This design comes from an exercise in tuning for small area on the open sky130 flow, not from production work. Function was checked by simulation only, so behaviour that the tests miss may differ from the original. No activity file was given, so power comes from the tool's default toggle rates.

==> build 1: inputs <==
Design pcie_host_interface, start of the top module:
module pcie_host_interface (
  input  wire                     clk,
  input  wire                     rst,
  input  wire                     i_pcie_mem_fifo_sel,
  input  wire                     i_pcie_dma_fifo_sel,
  input  wire                     i_pcie_data_write_flg,
  input  wire                     i_pcie_data_read_flg,
  input  wire [XFER_W-1:0]        i_pcie_data_size,
  output logic                    o_pcie_write_fin,
  output logic                    o_pcie_read_fin,
  input  wire                     i_pcie_ingress_fifo_rdy,
  output logic                    o_pcie_ingress_fifo_act,
  input  wire [FIFO_SIZE_W-1:0]   i_pcie_ingress_fifo_size,
  output logic                    o_pcie_ingress_fifo_stb,
  input  wire [FIFO_DATA_W-1:0]   i_pcie_ingress_fifo_data,
  input  wire                     i_pcie_ingress_fifo_idle,
  input  wire [EGR_ACT_W-1:0]     i_pcie_egress_fifo_rdy,
  output logic [EGR_ACT_W-1:0]    o_pcie_egress_fifo_act,
  input  wire [FIFO_SIZE_W-1:0]   i_pcie_egress_fifo_size,
  output logic                    o_pcie_egress_fifo_stb,
  output logic [FIFO_DATA_W-1:0]  o_pcie_egress_fifo_data,
  input  wire                     i_idma_activate,
  output logic                    o_idma_ready,
  input  wire                     i_idma_stb,
  output logic [FIFO_SIZE_W-1:0]  o_idma_size,
  output logic [FIFO_DATA_W-1:0]  o_idma_data,
  output logic [EGR_ACT_W-1:0]    o_odma_ready,
  input  wire [EGR_ACT_W-1:0]     i_odma_activate,
  input  wire                     i_odma_stb,
  output logic [FIFO_SIZE_W-1:0]  o_odma_size,
  input  wire [FIFO_DATA_W-1:0]   i_odma_data
);
==> module egress_writer, before the edit <==
module egress_writer (
  input  wire                     clk,
  input  wire                     rst,
  input  wire                     i_en,
  input  wire                     i_dma_en,
  input  wire                     i_dma_stb,
  input  wire [XFER_W-1:0]        i_xfer_size,
  input  wire [EGR_ACT_W-1:0]     i_rdy,
  input  wire [FIFO_SIZE_W-1:0]   i_size,
  input  wire                     i_buf_empty,
  output logic [EGR_ACT_W-1:0]    o_act,
  output logic                    o_stb,
  output logic                    o_fin,
  output logic                    o_dma_fin
);
  logic                   r_mem_on;    
  logic                   r_dma_on;    
  logic [EGR_ACT_W-1:0]   r_act;
  logic                   w_held;
  logic [FIFO_SIZE_W-1:0] r_hrem;
  logic [XFER_W-1:0]      r_trem;
  logic [XFER_W-1:0]      w_trem;
  logic                   w_tz, w_t1, w_hz, w_h1, w_rel, w_dec;
  assign w_held = |r_act;
  assign w_trem = ((i_en & r_mem_on) | (i_dma_en & r_dma_on)) ? r_trem : i_xfer_size;
  assign w_tz   = w_trem == '0;
  assign w_t1   = w_trem == XFER_W'(1);
  assign w_hz   = r_hrem == '0;
  assign w_h1   = r_hrem == FIFO_SIZE_W'(1);
  assign o_stb = i_en & w_held & ~w_hz & ~w_tz & ~i_buf_empty;
  assign w_rel = w_hz | w_tz | (o_stb & (w_h1 | w_t1));
  assign w_dec = o_stb | (i_dma_en & i_dma_stb & ~w_tz);
  logic [FIFO_SIZE_W-1:0] w_hnext;
  logic [XFER_W-1:0]      w_tnext;
  always_comb begin
    logic b;
    logic c;
    c = o_stb;
    for (int g = 0; g < FIFO_SIZE_W / 8; g++) begin
      b = c;
      for (int i = 8 * g; i < 8 * g + 8; i++) begin
        w_hnext[i] = r_hrem[i] ^ b;
        b = b & ~r_hrem[i];
      end
      c = c & ~(|r_hrem[8 * g +: 8]);
    end
    c = w_dec;
    for (int g = 0; g < XFER_W / 8; g++) begin
      b = c;
      for (int i = 8 * g; i < 8 * g + 8; i++) begin
        w_tnext[i] = w_trem[i] ^ b;
        b = b & ~w_trem[i];
      end
      c = c & ~(|w_trem[8 * g +: 8]);
    end
  end
  always_ff @(posedge clk) begin
    r_mem_on  <= ~rst & i_en;
    r_dma_on  <= ~rst & i_dma_en;
    o_dma_fin <= ~rst & i_dma_en & w_tz;
    if (rst || !i_en) begin
      r_act <= '0;
    end else if (!w_held) begin
      r_act <= w_tz ? '0 : i_rdy & (~i_rdy + 1'b1);
    end else if (w_rel) begin
      r_act <= '0;
    end
    r_hrem <= w_held ? w_hnext : i_size;
    r_trem <= w_tnext;
  end
  assign o_act = r_act;
  assign o_fin = w_tz & ~w_held;
endmodule
==> module ingress_reader, before the edit <==
module ingress_reader (
  input  wire                     clk,
  input  wire                     rst,
  input  wire                     i_en,
  input  wire [XFER_W-1:0]        i_xfer_size,
  input  wire                     i_rdy,
  input  wire [FIFO_SIZE_W-1:0]   i_size,
  input  wire                     i_buf_full,
  output logic                    o_act,
  output logic                    o_stb,
  output logic                    o_fin
);
  logic                   r_on;      
  logic                   r_act;
  logic [FIFO_SIZE_W-1:0] r_hrem;    
  logic [XFER_W-1:0]      r_trem;    
  logic [XFER_W-1:0]      w_trem;
  logic                   w_tz, w_t1, w_hz, w_h1, w_rel;
  assign w_trem = r_on ? r_trem : i_xfer_size;
  assign w_tz   = w_trem == '0;
  assign w_t1   = w_trem == XFER_W'(1);
  assign w_hz   = r_hrem == '0;
  assign w_h1   = r_hrem == FIFO_SIZE_W'(1);
  assign o_stb = i_en & r_act & ~w_hz & ~w_tz & ~i_buf_full;
  assign w_rel = w_hz | w_tz | (o_stb & (w_h1 | w_t1));
  logic [FIFO_SIZE_W-1:0] w_hnext;
  logic [XFER_W-1:0]      w_tnext;
  always_comb begin
    logic b;
    logic c;
    c = o_stb;
    for (int g = 0; g < FIFO_SIZE_W / 8; g++) begin
      b = c;
      for (int i = 8 * g; i < 8 * g + 8; i++) begin
        w_hnext[i] = r_hrem[i] ^ b;
        b = b & ~r_hrem[i];
      end
      c = c & ~(|r_hrem[8 * g +: 8]);
    end
    c = o_stb;
    for (int g = 0; g < XFER_W / 8; g++) begin
      b = c;
      for (int i = 8 * g; i < 8 * g + 8; i++) begin
        w_tnext[i] = w_trem[i] ^ b;
        b = b & ~w_trem[i];
      end
      c = c & ~(|w_trem[8 * g +: 8]);
    end
  end
  always_ff @(posedge clk) begin
    r_on <= ~rst & i_en;
    if (rst || !i_en) begin
      r_act <= 1'b0;
    end else if (!r_act) begin
      r_act <= i_rdy & ~w_tz;
    end else begin
      r_act <= ~w_rel;
    end
    r_hrem <= r_act ? w_hnext : i_size;
    r_trem <= w_tnext;
  end
  assign o_act = r_act;
  assign o_fin = w_tz;
endmodule
export LEC_CHECK = 0
export CAP_MARGIN = 20
export CORE_MARGIN = 2
export CORE_UTILIZATION = 40
export SLEW_MARGIN = 20
export SYNTH_HIERARCHICAL = 1
create_clock -name core_clock -period 8.0 [get_ports {clk}]
standard.sh (not shown) runs the stock make flow with config.mk's settings and CLKGATE_MAP_FILE= SYNTH_SCRIPT=/design/flow/synth_recipe.tcl, a recipe that flattens the netlist after the stock synthesis.
==> flow/flow/run.sh <==
#!/bin/bash
# Standard ORFS layout (the standard.sh, unchanged scripts) with these settings:
#  - port buffers use the smallest buffer cell instead of the default pick
#  - no floorplan-stage timing repair (it sizes gates up on pre-placement timing
#    where the unbuffered high-fanout nets look slow); placement and CTS repair
#    still fix real violations
#  - clock tree built from clkbuf_8 with 16-sink clusters and no dummy loads
set -euo pipefail
cd "$(dirname "$0")/.."
export BUFFER_PORTS_ARGS="-buffer_cell sky130_fd_sc_hd__buf_1"
export REMOVE_ABC_BUFFERS=1
export CTS_ARGS="-sink_clustering_enable -repair_clock_nets -dont_use_dummy_load -buf_list sky130_fd_sc_hd__clkbuf_8 -sink_clustering_size 16 -sink_clustering_max_diameter 60"
bash standard.sh > standard.log 2>&1
==> inputs of build 85, as changes to build 1 <==
--- a/flow/design.v
+++ b/flow/design.v
@@ -205,3 +205,3 @@
   assign o_act = r_act;
-  assign o_fin = w_tz & ~w_held;
+  assign o_fin = w_tz;
 endmodule
CORE_UTILIZATION = 70   (was 40)
==> inputs of build 84, as changes to build 1 <==
--- a/flow/design.v
+++ b/flow/design.v
@@ -44,26 +44,2 @@
   assign w_rel = w_hz | w_tz | (o_stb & (w_h1 | w_t1));
-  logic [FIFO_SIZE_W-1:0] w_hnext;
-  logic [XFER_W-1:0]      w_tnext;
-  always_comb begin
-    logic b;
-    logic c;
-    c = o_stb;
-    for (int g = 0; g < FIFO_SIZE_W / 8; g++) begin
-      b = c;
-      for (int i = 8 * g; i < 8 * g + 8; i++) begin
-        w_hnext[i] = r_hrem[i] ^ b;
-        b = b & ~r_hrem[i];
-      end
-      c = c & ~(|r_hrem[8 * g +: 8]);
-    end
-    c = o_stb;
-    for (int g = 0; g < XFER_W / 8; g++) begin
-      b = c;
-      for (int i = 8 * g; i < 8 * g + 8; i++) begin
-        w_tnext[i] = w_trem[i] ^ b;
-        b = b & ~w_trem[i];
-      end
-      c = c & ~(|w_trem[8 * g +: 8]);
-    end
-  end
   always_ff @(posedge clk) begin
@@ -77,4 +53,4 @@
     end
-    r_hrem <= r_act ? w_hnext : i_size;
-    r_trem <= w_tnext;
+    r_hrem <= r_act ? r_hrem - FIFO_SIZE_W'(o_stb) : i_size;
+    r_trem <= w_trem - XFER_W'(o_stb);
   end
@@ -166,26 +142,2 @@
   assign w_dec = o_stb | (i_dma_en & i_dma_stb & ~w_tz);
-  logic [FIFO_SIZE_W-1:0] w_hnext;
-  logic [XFER_W-1:0]      w_tnext;
-  always_comb begin
-    logic b;
-    logic c;
-    c = o_stb;
-    for (int g = 0; g < FIFO_SIZE_W / 8; g++) begin
-      b = c;
-      for (int i = 8 * g; i < 8 * g + 8; i++) begin
-        w_hnext[i] = r_hrem[i] ^ b;
-        b = b & ~r_hrem[i];
-      end
-      c = c & ~(|r_hrem[8 * g +: 8]);
-    end
-    c = w_dec;
-    for (int g = 0; g < XFER_W / 8; g++) begin
-      b = c;
-      for (int i = 8 * g; i < 8 * g + 8; i++) begin
-        w_tnext[i] = w_trem[i] ^ b;
-        b = b & ~w_trem[i];
-      end
-      c = c & ~(|w_trem[8 * g +: 8]);
-    end
-  end
   always_ff @(posedge clk) begin
@@ -201,4 +153,4 @@
     end
-    r_hrem <= w_held ? w_hnext : i_size;
-    r_trem <= w_tnext;
+    r_hrem <= w_held ? r_hrem - FIFO_SIZE_W'(o_stb) : i_size;
+    r_trem <= w_trem - XFER_W'(w_dec);
   end
==> flow/run.sh (new file) <==
#!/bin/bash
# synth_recipe.tcl (not shown) runs the flow's synth.tcl, then flattens the netlist and writes it again
# the make line also repeats each setting of config.mk as NAME=value (left out here)
make -C /OpenROAD-flow-scripts/flow DESIGN_CONFIG=/design/flow/config.mk WORK_HOME=/design/flow/orfs CLKGATE_MAP_FILE= SYNTH_SCRIPT=/design/flow/synth_recipe.tcl finish
SYNTH_HIERARCHICAL = unset   (was 1)
removed: flow/flow/run.sh
removed: flow/standard.sh
==> qor summary <==
| item | build 85 | build 1 | build 84 |
|---|---|---|---|
| Status | timing/DRC/antenna clean | timing/DRC/antenna clean | timing/DRC/antenna clean |
| NetSw | 1.13 mW | 1.19 mW | 1.61 mW |
| Clock-cell share of area | 0.0231 | 0.0251 | 0.0728 |
| Adder-cell share of the synthesized area | 0.0502 | 0.0502 | 0.00642 |
| Tap Cells | 468 | 855 | 864 |
| Count of yosys warnings during synthesis | 10 | 10 | 4 |
| Area delta synth->final | 8.54% | 10.4% | 25.1% |
| Pwr per Cell Area | 191 mW/mm2 | 191 mW/mm2 | 224 mW/mm2 |
| Power in combinational cells | 0.235 mW | 0.237 mW | 0.381 mW |
| Routed met1 length | 23.4 mm | 27.0 mm | 32.5 mm |
| Worst Setup EP | o_pcie_egress_fifo_data[26] | o_pcie_read_fin | o_pcie_egress_fifo_data[7] |
| Transition at the pin with the smallest max-transition slack | 1120 ps | 1180 ps | 1130 ps |
| Core area | 0.0364 mm2 | 0.0641 mm2 | 0.0657 mm2 |
| Highest signal layer in the routed design | met4 | met5 | met5 |
| Combinational group share of total power | 0.044 | 0.043 | 0.051 |
| Proportion of netlist area held by the largest area contributor | 0.596 | 0.596 | 0.580 |
| Layout non-clock buf frac | 0.0487 | 0.0456 | 0.0956 |
| Register Area | 0.0179 mm2 | 0.0179 mm2 | 0.0179 mm2 |
| Maximum fanout count along the critical path | 17 | 24 | 25 |
| Total placed instance area | 0.0273 mm2 | 0.0278 mm2 | 0.0307 mm2 |
| Total Die Area | 0.0384 mm2 | 0.0666 mm2 | 0.0684 mm2 |
| Count of clock-net buffers in the final layout | 47 | 52 | 87 |
| Final estimated routing congestion in global placement | 0.818 | 0.777 | 0.831 |
| Crit Reg-Reg Endpoint | buffer.mem[7][15]$_DFFE_PP_ | buffer.r_last[4]$_SDFFE_PP1P_ | reader.r_trem[14]$_DFF_P_ |
| Peak supply drop | 0.138 mV | 0.144 mV | 0.136 mV |
| Depth of the most critical reg-to-reg path | 8 | 14 | 13 |
| Routed wl met2 | 26.5 mm | 29.1 mm | 35.0 mm |

[afterwards: timing with drivers on the ports]
How much do the figures lean on ideal ports? The routed layouts below were timed once more, with nothing changed but the port constraints. Step 1 sets driving cells, clkbuf_16 on the clock port and buf_2 on the other inputs (assumed; they add their load-dependent delay and slew). Step 2, shift: input delay + t, output delay - t, t = (earliest + latest rising clock arrival at the registers) / 2. This alone moves slack from input paths to output paths. a / b / c = no drivers / after step 1 / after step 2; a / b = the first two.
| run | t (ns) | setup WS [ns] | worst setup path at the end | slew at the worst register clock pin (ns) | pins driven straight from the clock port |
|---|---|---|---|---|---|
| build 1 | 0.690 | 1.824 / 1.800 / 1.800 | input to output | 0.10 / 0.10 | 1 |
| build 85 | 0.665 | 1.804 / 1.783 / 1.783 | input to output | 0.10 / 0.10 | 1 |
| build 84 | 0.669 | 1.219 / 1.130 / 1.130 | input to output | 0.07 / 0.07 | 1 |
After both steps every run listed still meets setup and hold. For build 84, which loses most, drivers alone change the setup slack by -0.089 ns; drivers and shift together by -0.089 ns.
